Background: an optimization exercise with open tools, aiming at small area, a short achievable clock period and few clock cycles per item. Do not read the settings as production practice.
Only simulation tests tie the RTL to the original design; equivalence was not proved.

==> inputs of trial 50 <==
Design dct_core, start of the top module:
module dct_core (
    input  logic        clk,
    input  logic        rst,
    input  logic [31:0] in_data_i,
    input  logic        in_empty_n_i,
    output logic        in_read_o,
    output logic [31:0] out_data_o,
    output logic        out_last_o,
    input  logic        out_full_n_i,
    output logic        out_write_o
);
    function automatic logic signed [15:0] cosv(input logic [4:0] idx);
        case (idx)
            5'd0:  cosv = 16'sd16384;
            5'd1:  cosv = 16'sd16069;
            5'd2:  cosv = 16'sd15137;
            5'd3:  cosv = 16'sd13623;
            5'd4:  cosv = 16'sd11585;
            5'd5:  cosv = 16'sd9102;
            5'd6:  cosv = 16'sd6270;
            5'd7:  cosv = 16'sd3196;
            5'd8:  cosv = 16'sd0;
            5'd9:  cosv = -16'sd3196;
            5'd10: cosv = -16'sd6270;
            5'd11: cosv = -16'sd9102;
            5'd12: cosv = -16'sd11585;
            5'd13: cosv = -16'sd13623;
            5'd14: cosv = -16'sd15137;
            5'd15: cosv = -16'sd16069;
            5'd16: cosv = -16'sd16384;
            5'd17: cosv = -16'sd16069;
            5'd18: cosv = -16'sd15137;
            5'd19: cosv = -16'sd13623;
            5'd20: cosv = -16'sd11585;
            5'd21: cosv = -16'sd9102;
            5'd22: cosv = -16'sd6270;
            5'd23: cosv = -16'sd3196;
            5'd24: cosv = 16'sd0;
            5'd25: cosv = 16'sd3196;
            5'd26: cosv = 16'sd6270;
  ...
clock: 10.0 ns
lec_check: 0
cap_margin: 20
core_margin: 2
core_utilization: 40
setup_slack_margin: 5
slew_margin: 20
run.sh (not shown) runs the stock make flow with config.mk's settings and CLKGATE_MAP_FILE= SYNTH_SCRIPT=/design/flow/synth_recipe.tcl, a recipe that flattens the netlist after the stock synthesis.
==> build 21: changes against trial 50 <==
--- a/flow/design.v
+++ b/flow/design.v
@@ -94,99 +94,136 @@
         if (v == 3'd0) k2sel = 4'd0;
         else           k2sel = {neg, m[2:0]};
     endfunction
     logic [2:0] ph;
     always_ff @(posedge clk or posedge rst) begin
         if (rst) ph <= '0;
         else     ph <= ph + 3'd1;
     end
-    logic [15:0] h_data;       
+    logic [15:0] h_data;        
     logic        h_v;
-    logic [5:0]  n_idx;        
-    logic [2:0]  ld_base;      
-    logic        ld_sel;       
+    logic [5:0]  n_idx;         
+    logic [2:0]  ld_base;       
+    logic        ld_sel;        
     logic        full0, full1;  
     logic [2:0]  base0, base1;  
-    logic        wr_ok;
+    logic        cp_sel;        
+    logic [2:0]  row_u;         
+    logic [2:0]  pend;          
+    logic [2:0]  cph;           
+    logic        rd_q;          
+    logic        wr_q;          
+    logic [1:0][7:0] we_q;      
+    logic        feed;
+    logic        gate_ok;
     logic        in_xfer;
-    assign wr_ok     = h_v && !(ld_sel ? full1 : full0) &&
-                       (n_idx == 6'd0 || ph == ld_base + n_idx[2:0]);
-    logic        rdy;          
-    assign in_read_o = rdy && (!h_v || wr_ok);
-    assign in_xfer   = in_read_o && in_empty_n_i;
+    logic        h_v_nx, ld_sel_nx, full0_nx, full1_nx, cp_sel_nx, wr_nx;
+    logic [5:0]  n_nx;
+    logic [2:0]  ld_base_nx, base0_nx, base1_nx, row_u_nx, pend_nx, ph_nx;
+    assign in_read_o = rd_q;
+    assign in_xfer   = rd_q && in_empty_n_i;
+    assign feed      = (cp_sel ? full1 : full0) && cph == pend && (pend != 3'd7 || gate_ok);
+    always_comb begin
+        h_v_nx     = in_xfer ? 1'b1 : (wr_q ? 1'b0 : h_v);
+        n_nx       = n_idx;
+        ld_base_nx = ld_base;
+        base0_nx   = base0;
+        base1_nx   = base1;
+        ld_sel_nx  = ld_sel;
+        full0_nx   = full0;
+        full1_nx   = full1;
+        if (wr_q) begin
+            n_nx = n_idx + 6'd1;
+            if (n_idx == 6'd0) begin
+                ld_base_nx = ph;
+                if (ld_sel) base1_nx = ph;
+                else        base0_nx = ph;
+            end
+            if (n_idx == 6'd63) begin
+                if (ld_sel) full1_nx = 1'b1;
+                else        full0_nx = 1'b1;
+                ld_sel_nx = !ld_sel;
+            end
+        end
+        pend_nx   = pend;
+        row_u_nx  = row_u;
+        cp_sel_nx = cp_sel;
+        if (feed) begin
+            pend_nx = pend + 3'd1;
+            if (pend == 3'd7) begin
+                row_u_nx = row_u + 3'd1;
+                if (row_u == 3'd7) begin
+                    if (cp_sel) full1_nx = 1'b0;
+                    else        full0_nx = 1'b0;
+                    cp_sel_nx = !cp_sel;
+                end
+            end
+        end
+        ph_nx = ph + 3'd1;
+        wr_nx = h_v_nx && !(ld_sel_nx ? full1_nx : full0_nx) &&
+                (n_nx == 6'd0 || ph_nx == ld_base_nx + n_nx[2:0]);
+    end
     always_ff @(posedge clk) begin
         if (in_xfer) h_data <= in_data_i[15:0];
-        if (wr_ok && n_idx == 6'd0 && !ld_sel) base0 <= ph;
-        if (wr_ok && n_idx == 6'd0 && ld_sel)  base1 <= ph;
+        base0 <= base0_nx;
+        base1 <= base1_nx;
+    end
+    always_ff @(posedge clk or posedge rst) begin
+        if (rst) begin
+            h_v     <= 1'b0;
+            n_idx   <= '0;
+            ld_base <= '0;
+            ld_sel  <= 1'b0;
+            full0   <= 1'b0;
+            full1   <= 1'b0;
+            cp_sel  <= 1'b0;
+            row_u   <= '0;
+            pend    <= '0;
+            cph     <= '0;
+            rd_q    <= 1'b0;
+            wr_q    <= 1'b0;
+            we_q    <= '0;
+        end else begin
+            h_v     <= h_v_nx;
+            n_idx   <= n_nx;
+            ld_base <= ld_base_nx;
+            ld_sel  <= ld_sel_nx;
+            full0   <= full0_nx;
+            full1   <= full1_nx;
+            cp_sel  <= cp_sel_nx;
+            row_u   <= row_u_nx;
+            pend    <= pend_nx;
+            cph     <= ph_nx - (cp_sel_nx ? base1_nx : base0_nx);
+            rd_q    <= !h_v_nx || wr_nx;
+            wr_q    <= wr_nx;
+            for (int c = 0; c < 8; c++) begin
+                we_q[0][c] <= wr_nx && !ld_sel_nx && n_nx[5:3] == 3'(c);
+                we_q[1][c] <= wr_nx &&  ld_sel_nx && n_nx[5:3] == 3'(c);
+            end
+        end
     end
     logic [1:0][7:0][127:0] ring;   
     logic [7:0][15:0]       tail;
-    logic        cp_sel;       
     genvar gb, gc, gi;
     generate
         for (gb = 0; gb < 2; gb++) begin : g_buf
             for (gc = 0; gc < 8; gc++) begin : g_ring
                 always_ff @(posedge clk) begin
-                    if (wr_ok && ld_sel == gb && n_idx[5:3] == gc)
+                    if (we_q[gb][gc])
                         ring[gb][gc] <= {ring[gb][gc][111:0], h_data};
                     else
                         ring[gb][gc] <= {ring[gb][gc][111:0], ring[gb][gc][127:112]};
                 end
             end
         end
         for (gc = 0; gc < 8; gc++) begin : g_tail
             assign tail[gc] = cp_sel ? ring[1][gc][127:112] : ring[0][gc][127:112];
         end
     endgenerate
-    logic [2:0] row_u;         
-    logic [2:0] pend;          
-    logic [2:0] r_cur;         
-    logic       feed;
-    logic       gate_ok;
-    assign r_cur = ph - (cp_sel ? base1 : base0);
-    assign feed  = (cp_sel ? full1 : full0) && r_cur == pend && (pend != 3'd7 || gate_ok);
-    always_ff @(posedge clk or posedge rst) begin
-        if (rst) begin
-            rdy     <= 1'b0;
-            h_v     <= 1'b0;
-            n_idx   <= '0;
-            ld_base <= '0;
-            ld_sel  <= 1'b0;
-            full0   <= 1'b0;
-            full1   <= 1'b0;
-            cp_sel  <= 1'b0;
-            row_u   <= '0;
-            pend    <= '0;
-        end else begin
-            rdy <= 1'b1;
-            if (in_xfer)    h_v <= 1'b1;
-            else if (wr_ok) h_v <= 1'b0;
-            if (wr_ok) begin
-                n_idx <= n_idx + 6'd1;
-                if (n_idx == 6'd0) ld_base <= ph;
-                if (n_idx == 6'd63) begin
-                    if (ld_sel) full1 <= 1'b1;
-                    else        full0 <= 1'b1;
-                    ld_sel       <= !ld_sel;
-                end
-            end
-            if (feed) begin
-                pend <= pend + 3'd1;
-                if (pend == 3'd7) begin
-                    row_u <= row_u + 3'd1;
-                    if (row_u == 3'd7) begin
-                        if (cp_sel) full1 <= 1'b0;
-                        else        full0 <= 1'b0;
-                        cp_sel       <= !cp_sel;
-                    end
-                end
-            end
-        end
-    end
     function automatic logic [23:0] kbooth(input logic [2:0] u, input logic [1:0] j);
         case ({u, j})
             5'd0: kbooth = 24'h0a3742;   
             5'd1: kbooth = 24'h0a3742;   
             5'd2: kbooth = 24'h0a3742;   
             5'd3: kbooth = 24'h0a3742;   
             5'd4: kbooth = 24'h403612;   
             5'd5: kbooth = 24'h4d24e3;   
@@ -412,44 +449,59 @@
         for (gi = 0; gi < 8; gi++) begin : g_res
             if (gi == 0) begin : g_v0
                 assign res[gi] = (done_u == 3'd0) ? dc_acc[21:3] : acc[gi][47:29];
             end else begin : g_vn
                 assign res[gi] = (done_u == 3'd0) ? acc[gi][47:29] : acc[gi][48:30];
             end
         end
     endgenerate
-    assign out_write_o = (qc != 4'd0) && out_full_n_i;
-    assign out_last_o  = out_write_o && qc == 4'd1 && q_row7;
+    logic [3:0]  qc_nx;
+    logic        q_row7_nx;
+    logic        q_nz, q_one, q_last;    
+    assign out_write_o = q_nz && out_full_n_i;
+    assign out_last_o  = q_last && out_full_n_i;
     assign out_data_o  = {{13{q[0][18]}}, q[0]};
-    assign q_empty_nx  = (qc == 4'd0) || (qc == 4'd1 && out_full_n_i);
-    assign busy    = 2'(qc != 4'd0) + 2'(rv)
+    assign q_empty_nx  = !q_nz || (q_one && out_full_n_i);
+    assign busy    = 2'(q_nz) + 2'(rv)
                    + 2'(s1_last || s2_last || s3_last || s3b_last || s4_last || row_done);
     assign gate_ok = busy <= 2'd1;
+    always_comb begin
+        qc_nx     = qc;
+        q_row7_nx = q_row7;
+        if (rv && q_empty_nx) begin
+            qc_nx     = 4'd8;
+            q_row7_nx = r_row7;
+        end else if (out_write_o) begin
+            qc_nx = qc - 4'd1;
+        end
+    end
     always_ff @(posedge clk) begin
         if (rv && q_empty_nx) begin
             q <= rq;
         end else if (out_write_o) begin
             q <= {19'd0, q[7:1]};
         end
         if (row_done) rq <= res;
     end
     always_ff @(posedge clk or posedge rst) begin
         if (rst) begin
             qc     <= '0;
+            q_nz   <= 1'b0;
+            q_one  <= 1'b0;
+            q_last <= 1'b0;
             q_row7 <= 1'b0;
             r_row7 <= 1'b0;
             rv     <= 1'b0;
         end else begin
-            if (rv && q_empty_nx) begin
-                qc     <= 4'd8;
-                q_row7 <= r_row7;
-            end else if (out_write_o) begin
-                qc <= qc - 4'd1;
-            end
+            qc     <= qc_nx;
+            q_nz   <= qc_nx != 4'd0;
+            q_one  <= qc_nx == 4'd1;
+            q_last <= qc_nx == 4'd1 && q_row7_nx;
+            q_row7 <= q_row7_nx;
             if (row_done) begin
                 rv     <= 1'b1;
                 r_row7 <= done_u == 3'd7;
             end else if (rv && q_empty_nx) begin
                 rv <= 1'b0;
             end
         end
     end
CORE_UTILIZATION = 60   (was 40)
==> run_results.csv <==
group,metric,value,unit
critical_path,cp_slowest_cell,"fa_2",
status,status,"finished clean",
yosys,avgSynthCellArea,10.78,µm²
layout,seq_cell_count,3759,
floorplanning,core_area,0.4639,mm²
timing,worst_pin_slew,1.186,ns
The numbers above come from trial 50.

==> run_results.csv <==
group,metric,value,unit
timing,worst_pin_slew,1.223,ns
yosys,avgSynthCellArea,10.82,µm²
status,status,"finished clean",
layout,seq_cell_count,3782,
floorplanning,core_area,0.3091,mm²
The numbers above come from build 21.

Testbench counts of trial 50, summed over its fixed seeds: cycles 3,720, blocks 48.
Testbench counts of build 21, summed over its fixed seeds: cycles 3,720, blocks 48.

---

==> 09-01: inputs <==
Another version of the RTL of dct_core (not shown whole).
make LEC_CHECK=0 CAP_MARGIN=20 CORE_MARGIN=2 CORE_UTILIZATION=45 CTS_CLUSTER_DIAMETER=80 CTS_CLUSTER_SIZE=28 SETUP_SLACK_MARGIN=5 SLEW_MARGIN=20 finish   # period 10.0 ns
==> inputs of 06-05, as changes to 09-01 <==
--- a/flow/design.v
+++ b/flow/design.v
@@ -94,45 +94,49 @@
         if (v == 3'd0) k2sel = 4'd0;
         else           k2sel = {neg, m[2:0]};
     endfunction
     logic [2:0] ph;
     always_ff @(posedge clk or posedge rst) begin
         if (rst) ph <= '0;
         else     ph <= ph + 3'd1;
     end
+    logic [15:0] h_data;        
+    logic        h_v;
     logic [5:0]  n_idx;         
     logic [2:0]  ld_base;       
     logic        ld_sel;        
     logic        full0, full1;  
     logic [2:0]  base0, base1;  
     logic        cp_sel;        
     logic [2:0]  row_u;         
     logic [2:0]  pend;          
     logic [2:0]  cph;           
     logic        rd_q;          
+    logic        wr_q;          
     logic [1:0][7:0] we_q;      
     logic        feed;
     logic        gate_ok;
     logic        in_xfer;
-    logic        ld_sel_nx, full0_nx, full1_nx, cp_sel_nx, wr_nx;
+    logic        h_v_nx, ld_sel_nx, full0_nx, full1_nx, cp_sel_nx, wr_nx;
     logic [5:0]  n_nx;
     logic [2:0]  ld_base_nx, base0_nx, base1_nx, row_u_nx, pend_nx, ph_nx, cph_nx;
     assign in_read_o = rd_q;
     assign in_xfer   = rd_q && in_empty_n_i;
     assign feed      = (cp_sel ? full1 : full0) && cph == pend && (pend != 3'd7 || gate_ok);
     always_comb begin
+        h_v_nx     = in_xfer ? 1'b1 : (wr_q ? 1'b0 : h_v);
         n_nx       = n_idx;
         ld_base_nx = ld_base;
         base0_nx   = base0;
         base1_nx   = base1;
         ld_sel_nx  = ld_sel;
         full0_nx   = full0;
         full1_nx   = full1;
-        if (in_xfer) begin
+        if (wr_q) begin
             n_nx = n_idx + 6'd1;
             if (n_idx == 6'd0) begin
                 ld_base_nx = ph;
                 if (ld_sel) base1_nx = ph;
                 else        base0_nx = ph;
             end
             if (n_idx == 6'd63) begin
                 if (ld_sel) full1_nx = 1'b1;
@@ -150,68 +154,73 @@
                 if (row_u == 3'd7) begin
                     if (cp_sel) full1_nx = 1'b0;
                     else        full0_nx = 1'b0;
                     cp_sel_nx = !cp_sel;
                 end
             end
         end
         ph_nx = ph + 3'd1;
-        if (in_xfer && n_idx == 6'd0 && ld_sel == cp_sel_nx)
+        if (wr_q && n_idx == 6'd0 && ld_sel == cp_sel_nx)
             cph_nx = 3'd1;
         else if (cp_sel_nx != cp_sel)
             cph_nx = ph_nx - (cp_sel ? base0 : base1);
         else
             cph_nx = cph + 3'd1;
-        wr_nx = !(ld_sel_nx ? full1_nx : full0_nx) &&
+        wr_nx = h_v_nx && !(ld_sel_nx ? full1_nx : full0_nx) &&
                 (n_nx == 6'd0 || ph_nx == ld_base_nx + n_nx[2:0]);
     end
     always_ff @(posedge clk) begin
+        if (in_xfer) h_data <= in_data_i[15:0];
         base0 <= base0_nx;
         base1 <= base1_nx;
     end
     always_ff @(posedge clk or posedge rst) begin
         if (rst) begin
+            h_v     <= 1'b0;
             n_idx   <= '0;
             ld_base <= '0;
             ld_sel  <= 1'b0;
             full0   <= 1'b0;
             full1   <= 1'b0;
             cp_sel  <= 1'b0;
             row_u   <= '0;
             pend    <= '0;
             cph     <= '0;
             rd_q    <= 1'b0;
+            wr_q    <= 1'b0;
             we_q    <= '0;
         end else begin
+            h_v     <= h_v_nx;
             n_idx   <= n_nx;
             ld_base <= ld_base_nx;
             ld_sel  <= ld_sel_nx;
             full0   <= full0_nx;
             full1   <= full1_nx;
             cp_sel  <= cp_sel_nx;
             row_u   <= row_u_nx;
             pend    <= pend_nx;
             cph     <= cph_nx;
-            rd_q    <= wr_nx;
+            rd_q    <= !h_v_nx || wr_nx;
+            wr_q    <= wr_nx;
             for (int c = 0; c < 8; c++) begin
                 we_q[0][c] <= wr_nx && !ld_sel_nx && n_nx[5:3] == 3'(c);
                 we_q[1][c] <= wr_nx &&  ld_sel_nx && n_nx[5:3] == 3'(c);
             end
         end
     end
     logic [1:0][7:0][127:0] ring;   
     logic [7:0][15:0]       tail;
     genvar gb, gc, gi;
     generate
         for (gb = 0; gb < 2; gb++) begin : g_buf
             for (gc = 0; gc < 8; gc++) begin : g_ring
                 always_ff @(posedge clk) begin
-                    if (we_q[gb][gc] && in_empty_n_i)
-                        ring[gb][gc] <= {ring[gb][gc][111:0], in_data_i[15:0]};
+                    if (we_q[gb][gc])
+                        ring[gb][gc] <= {ring[gb][gc][111:0], h_data};
                     else
                         ring[gb][gc] <= {ring[gb][gc][111:0], ring[gb][gc][127:112]};
                 end
             end
         end
         for (gc = 0; gc < 8; gc++) begin : g_tail
             assign tail[gc] = cp_sel ? ring[1][gc][127:112] : ring[0][gc][127:112];
         end
Settings changed: CORE_UTILIZATION 45 to 60, CTS_CLUSTER_DIAMETER 80 to default, CTS_CLUSTER_SIZE 28 to default.
==> inputs of 10-19, as changes to 09-01 <==
--- a/flow/design.v
+++ b/flow/design.v
@@ -94,45 +94,49 @@
         if (v == 3'd0) k2sel = 4'd0;
         else           k2sel = {neg, m[2:0]};
     endfunction
     logic [2:0] ph;
     always_ff @(posedge clk or posedge rst) begin
         if (rst) ph <= '0;
         else     ph <= ph + 3'd1;
     end
+    logic [15:0] h_data;        
+    logic        h_v;
     logic [5:0]  n_idx;         
     logic [2:0]  ld_base;       
     logic        ld_sel;        
     logic        full0, full1;  
     logic [2:0]  base0, base1;  
     logic        cp_sel;        
     logic [2:0]  row_u;         
     logic [2:0]  pend;          
     logic [2:0]  cph;           
     logic        rd_q;          
+    logic        wr_q;          
     logic [1:0][7:0] we_q;      
     logic        feed;
     logic        gate_ok;
     logic        in_xfer;
-    logic        ld_sel_nx, full0_nx, full1_nx, cp_sel_nx, wr_nx;
+    logic        h_v_nx, ld_sel_nx, full0_nx, full1_nx, cp_sel_nx, wr_nx;
     logic [5:0]  n_nx;
     logic [2:0]  ld_base_nx, base0_nx, base1_nx, row_u_nx, pend_nx, ph_nx, cph_nx;
     assign in_read_o = rd_q;
     assign in_xfer   = rd_q && in_empty_n_i;
     assign feed      = (cp_sel ? full1 : full0) && cph == pend && (pend != 3'd7 || gate_ok);
     always_comb begin
+        h_v_nx     = in_xfer ? 1'b1 : (wr_q ? 1'b0 : h_v);
         n_nx       = n_idx;
         ld_base_nx = ld_base;
         base0_nx   = base0;
         base1_nx   = base1;
         ld_sel_nx  = ld_sel;
         full0_nx   = full0;
         full1_nx   = full1;
-        if (in_xfer) begin
+        if (wr_q) begin
             n_nx = n_idx + 6'd1;
             if (n_idx == 6'd0) begin
                 ld_base_nx = ph;
                 if (ld_sel) base1_nx = ph;
                 else        base0_nx = ph;
             end
             if (n_idx == 6'd63) begin
                 if (ld_sel) full1_nx = 1'b1;
@@ -150,68 +154,73 @@
                 if (row_u == 3'd7) begin
                     if (cp_sel) full1_nx = 1'b0;
                     else        full0_nx = 1'b0;
                     cp_sel_nx = !cp_sel;
                 end
             end
         end
         ph_nx = ph + 3'd1;
-        if (in_xfer && n_idx == 6'd0 && ld_sel == cp_sel_nx)
+        if (wr_q && n_idx == 6'd0 && ld_sel == cp_sel_nx)
             cph_nx = 3'd1;
         else if (cp_sel_nx != cp_sel)
             cph_nx = ph_nx - (cp_sel ? base0 : base1);
         else
             cph_nx = cph + 3'd1;
-        wr_nx = !(ld_sel_nx ? full1_nx : full0_nx) &&
+        wr_nx = h_v_nx && !(ld_sel_nx ? full1_nx : full0_nx) &&
                 (n_nx == 6'd0 || ph_nx == ld_base_nx + n_nx[2:0]);
     end
     always_ff @(posedge clk) begin
+        if (in_xfer) h_data <= in_data_i[15:0];
         base0 <= base0_nx;
         base1 <= base1_nx;
     end
     always_ff @(posedge clk or posedge rst) begin
         if (rst) begin
+            h_v     <= 1'b0;
             n_idx   <= '0;
             ld_base <= '0;
             ld_sel  <= 1'b0;
             full0   <= 1'b0;
             full1   <= 1'b0;
             cp_sel  <= 1'b0;
             row_u   <= '0;
             pend    <= '0;
             cph     <= '0;
             rd_q    <= 1'b0;
+            wr_q    <= 1'b0;
             we_q    <= '0;
         end else begin
+            h_v     <= h_v_nx;
             n_idx   <= n_nx;
             ld_base <= ld_base_nx;
             ld_sel  <= ld_sel_nx;
             full0   <= full0_nx;
             full1   <= full1_nx;
             cp_sel  <= cp_sel_nx;
             row_u   <= row_u_nx;
             pend    <= pend_nx;
             cph     <= cph_nx;
-            rd_q    <= wr_nx;
+            rd_q    <= !h_v_nx || wr_nx;
+            wr_q    <= wr_nx;
             for (int c = 0; c < 8; c++) begin
                 we_q[0][c] <= wr_nx && !ld_sel_nx && n_nx[5:3] == 3'(c);
                 we_q[1][c] <= wr_nx &&  ld_sel_nx && n_nx[5:3] == 3'(c);
             end
         end
     end
     logic [1:0][7:0][127:0] ring;   
     logic [7:0][15:0]       tail;
     genvar gb, gc, gi;
     generate
         for (gb = 0; gb < 2; gb++) begin : g_buf
             for (gc = 0; gc < 8; gc++) begin : g_ring
                 always_ff @(posedge clk) begin
-                    if (we_q[gb][gc] && in_empty_n_i)
-                        ring[gb][gc] <= {ring[gb][gc][111:0], in_data_i[15:0]};
+                    if (we_q[gb][gc])
+                        ring[gb][gc] <= {ring[gb][gc][111:0], h_data};
                     else
                         ring[gb][gc] <= {ring[gb][gc][111:0], ring[gb][gc][127:112]};
                 end
             end
         end
         for (gc = 0; gc < 8; gc++) begin : g_tail
             assign tail[gc] = cp_sel ? ring[1][gc][127:112] : ring[0][gc][127:112];
         end
==> qor summary <==
metric                                                                                 09-01                    06-05                    10-19
Hold Slack                                                                         0.2930 ns                0.2494 ns                0.2856 ns
Total routing usage reported by global routing                                        22.88%                   32.16%                   23.44%
Count of cell instances traversed by the critical path                                    14                       21                       15
Total wire length                                                                 468,900 um               502,400 um               491,200 um
Highest clock frequency the design can meet                                       0.1965 GHz               0.1959 GHz               0.1995 GHz
Fraction of synthesized cell area in xor and xnor cells                               7.618%                   7.307%                   7.307%
Number of antenna violations at the first check in global routing                         21                       23                       14
Hold worst-path end                                                                ring[530]               ring[1109]                ring[814]
Number of register bits inferred by synthesis                                          3,637                    3,655                    3,655
Worst setup margin                                                                  4.911 ns                 4.895 ns                 4.986 ns
Maximum cell stage delay along the critical path                                     0.63 ns                  0.55 ns                  0.64 ns
Tmin final                                                                          5.089 ns                 5.105 ns                 5.014 ns
Core footprint                                                                 393,100 sq um            300,300 sq um            401,700 sq um
Fill cell total of the finished layout                                                35,410                   23,030                   36,420
Routed via count divided by cell count                                                 5.213                    5.655                    5.292
Number of rows created at floorplan                                                      230                      201                      233
Met2 demand-to-capacity share in global routing                                       38.78%                   54.47%                   40.16%
Count of antenna diodes in the layout                                                      6                       54                        3
Startpoint of the lowest-slack register-to-register path                           s2_zr[16]                 s3_zc[3]                s2_zr[16]
Syn-to-layout area delta                                                              11.38%                   12.66%                   10.67%
Run status                                                           complete, no violations  complete, no violations  complete, no violations
Critical path destination                                                          s3_zs[19]              s3b_z63[36]                s3_zs[14]
Share of final-layout standard cells stronger than drive strength 1                   13.14%                   13.06%                   11.97%
Transition at the pin with the smallest max-transition slack                        1.166 ns                 1.235 ns                 1.172 ns
Final-layout clock-cell area share                                                    3.282%                   5.964%                   3.440%
Testbench counts of 09-01, summed over its fixed seeds: cycles 3,712, blocks 48.
Testbench counts of 06-05, summed over its fixed seeds: cycles 3,720, blocks 48.
Testbench counts of 10-19, summed over its fixed seeds: cycles 3,720, blocks 48.

## re-timing with driven ports
The results above use ideal ports. As a check the final layouts listed here were re-extracted and re-timed, cells and wires unchanged. Step 1 (the two cells are an assumption about what drives the block):
set clk [get_ports {clk}]
set_driving_cell -lib_cell sky130_fd_sc_hd__clkbuf_16 $clk
set_driving_cell -lib_cell sky130_fd_sc_hd__buf_2 [delete_from_list [all_inputs] $clk]
Step 2 also shifts input and output timing later by t, the mid clock arrival at the registers, as if the neighbouring blocks saw the same clock. Three values: ideal ports, drivers, drivers and shift; two values: the first two.
run	shift t [ns]	slack for setup (ns)	pins driven straight from the clock port
trial 50	1.083	4.940 / 4.828 / 4.634	1
build 21	1.058	4.774 / 4.774 / 4.774	1
09-01	1.051	4.911 / 4.911 / 4.408	1
06-05	1.028	4.895 / 4.895 / 4.846	1
10-19	1.053	4.986 / 4.986 / 4.986	1
After both steps setup and hold are still met in every run listed. The setup slack of 09-01, which loses most, moves by 0.000 ns with the drivers and by -0.503 ns with both steps.
